Context: an optimization exercise on an open-source flow, tuned for a short achievable clock period and few clock cycles. The choices shown serve that exercise and are no tape-out recipe.
Function was checked by simulation only, so behaviour that the tests miss may differ from the original.
Power figures rest on the tool's default switching activity, not on a simulated workload.

Design core_top, start of the top module:
module core_top (
	input  logic        clk_i,
	input  logic        rst_n_i,
	input  logic        fetch_enable_i,
	output logic        instr_req_o,
	output logic [31:0] instr_addr_o,
	input  logic        instr_gnt_i,
	input  logic        instr_rvalid_i,
	input  logic [31:0] instr_rdata_i,
	output logic        data_req_o,
	output logic        data_we_o,
	output logic [31:0] data_addr_o,
	output logic [31:0] data_wdata_o,
	input  logic        data_gnt_i,
	input  logic        data_rvalid_i,
	input  logic [31:0] data_rdata_i,
	output logic        core_busy_o
);
Size in the first run: roughly 8300 cells after synthesis, ~1500 flip-flops, ~170 I/O pins, about 76000 sq um of cells after synthesis.
Settings: LEC_CHECK=0, ABC_CLOCK_PERIOD_IN_PS=2500, CAP_MARGIN=20, CELL_PAD_IN_SITES_DETAIL_PLACEMENT=1, CELL_PAD_IN_SITES_GLOBAL_PLACEMENT=2, CORE_MARGIN=2, CORE_UTILIZATION=35, SETUP_SLACK_MARGIN=5, SLEW_MARGIN=20; clock period 10.0 ns.
standard.sh (not shown) runs the stock make flow with config.mk's settings and CLKGATE_MAP_FILE= SYNTH_SCRIPT=/design/flow/synth_recipe.tcl, a recipe that flattens the netlist after the stock synthesis.
==> flow/flow/run.sh <==
#!/bin/bash
# Standard layout with two changes: adders are left to ABC as plain logic
# (no full/half-adder cells), and timing repair aims well below the period.
set -euo pipefail
bash standard.sh finish ADDER_MAP_FILE= SETUP_SLACK_MARGIN=6.5 > flow_make.log 2>&1
Testbench counts at the start, summed over its fixed seeds: cycles 11,462.
Rerun with:
--- a/flow/design.v
+++ b/flow/design.v
@@ -151,18 +151,21 @@
 	logic        f_req_q;
 	logic [31:0] f_pc_q;
 	logic        f_out_q;
 	logic        f_kill_q;
 	logic [31:0] f_out_pc_q;
 	logic        f_out_btb_q;    
 	logic        f_pend_q;
 	logic [31:0] f_pend_pc_q;
 	logic        btb_v_q;
+	logic        btb_wr_q;       
+	logic [31:0] btb_wpc_q;
+	logic [31:0] btb_wtgt_q;
 	logic [31:0] btb_pc_q;
 	logic [31:0] btb_tgt_q;
 	logic        e_valid_q;
 	logic        e_regwrite_q;
 	logic [4:0]  e_rd_q;
 	logic        e_load_q;
 	logic        e_mem_q;
 	logic        e_store_q;
 	logic        e_br_q;
@@ -244,21 +247,25 @@
 	assign is_load  = (opc == 7'b0000011) & (f3 == 3'b010);
 	assign is_store = (opc == 7'b0100011) & (f3 == 3'b010);
 	assign p_br     = (opc == 7'b1100011) & (f3[2:1] == 2'b00);
 	assign p_jal    = (opc == 7'b1101111);
 	assign writes   = is_lui | is_opimm | is_op | is_load | p_jal;
 	assign regwrite = writes & (rd != 5'd0);
 	assign use1     = is_opimm | is_op | is_load | is_store | p_br;
 	assign use2     = is_op | is_store | p_br;
 	assign p_pred = p_jal | (p_br & (rdi[31] | (~f3[0] & (rs1 == rs2))));
+	logic rd1;
+	logic rd2;
+	assign rd1 = ~opc[2];
+	assign rd2 = opc[5] & ~opc[2];
 	assign hazard =
-		(e_regwrite_q & e_load_q & ((use1 & (e_rd_q == rs1)) | (use2 & (e_rd_q == rs2)))) |
-		(m_regwrite_q & m_load_q & ((use1 & (m_rd_q == rs1)) | (use2 & (m_rd_q == rs2))));
+		(e_regwrite_q & e_load_q & ((rd1 & (e_rd_q == rs1)) | (rd2 & (e_rd_q == rs2)))) |
+		(m_regwrite_q & m_load_q & ((rd1 & (m_rd_q == rs1)) | (rd2 & (m_rd_q == rs2))));
 	assign arr    = f_out_q & instr_rvalid_i & ~f_kill_q;
 	assign go_n   = arr & ~stall & ~hazard;
 	assign go     = go_n & ~e_redirect;
 	assign replay = arr & (stall | hazard);
 	assign i_redir = go_n & p_pred & ~f_out_btb_q;
 	assign i_back  = go_n & ~p_pred & f_out_btb_q;
 	logic [21:0] j_lo;
 	logic [13:0] b_lo;
 	logic [10:0] j_hi;
@@ -319,25 +326,27 @@
 			f_req_q     <= 1'b0;
 			f_pc_q      <= 32'd0;
 			f_out_q     <= 1'b0;
 			f_kill_q    <= 1'b0;
 			f_out_pc_q  <= 32'd0;
 			f_out_btb_q <= 1'b0;
 			f_pend_q    <= 1'b0;
 			f_pend_pc_q <= 32'd0;
 			btb_v_q     <= 1'b0;
+			btb_wr_q    <= 1'b0;
 			btb_pc_q    <= 32'd0;
 			btb_tgt_q   <= 32'd0;
 		end else begin
-			if (i_redir) begin
+			btb_wr_q <= i_redir & ~e_redirect;
+			if (btb_wr_q) begin
 				btb_v_q   <= 1'b1;
-				btb_pc_q  <= f_out_pc_q;
-				btb_tgt_q <= i_tgt;
+				btb_pc_q  <= btb_wpc_q;
+				btb_tgt_q <= btb_wtgt_q;
 			end
 			if (f_wait) begin
 				if (redirect_any) begin
 					f_pend_q    <= 1'b1;
 					f_pend_pc_q <= redir_pc;
 				end
 			end else begin
 				f_req_q  <= fetch_enable_i;
 				f_pc_q   <= e_redirect ? e_alt_q : other_pc;
@@ -352,18 +361,22 @@
 				if (instr_rvalid_i) begin
 					f_out_q <= 1'b0;
 				end
 				if (redirect_any) begin
 					f_kill_q <= 1'b1;
 				end
 			end
 		end
 	end
+	always_ff @(posedge clk_i) begin
+		btb_wpc_q  <= f_out_pc_q;
+		btb_wtgt_q <= i_tgt;
+	end
 	assign instr_req_o  = f_req_q;
 	assign instr_addr_o = f_pc_q;
 	logic [31:1] s1_dec;
 	logic [31:1] s2_dec;
 	logic [31:0] rf_a;
 	logic [31:0] rf_b;
 	logic [31:0] va;
 	logic [31:0] vb;
 	logic        a_m;
What happened:
- clock skew decreases by 9.6 ps
- clock power barely changes
- wire length fell by 3.0%
- total power increases by 1.2%
- die area is higher by 2.3%
- cell count grows by 0.84%
- non-clock buffer count went down by 59
- combinational power fell by about 5%
Testbench counts after the change, summed over its fixed seeds: cycles 11,470.

-- what the ideal ports hide --
No port has a modelled driver above. Below, the same layouts with a new extraction and two added sets of constraints.
Step 1, drivers: a clkbuf_16 drives clk_i and a buf_2 each remaining input, both assumed.
Step 2 moves the port delays by t, midway between the first and last clock arrival at a register: inputs arrive t later, outputs are due t later. That takes back most of the time a late clock gives input paths.
Three values: ideal, step 1, step 2; two values: the first two.
run | t (ns) | slack for setup (ns) | worst register clock-pin slew, ns | worst slew at a driven data input, ns
the first run | 0.997 | 5.753 / 5.712 / 4.715 | 0.08 / 0.08 | 0.20
the second run | 0.962 | 5.644 / 5.702 / 4.740 | 0.08 / 0.08 | 0.18
After both steps every run listed still meets setup and hold. For the first run, which loses most, drivers alone change the setup slack by -0.041 ns; drivers and shift together by -1.038 ns.
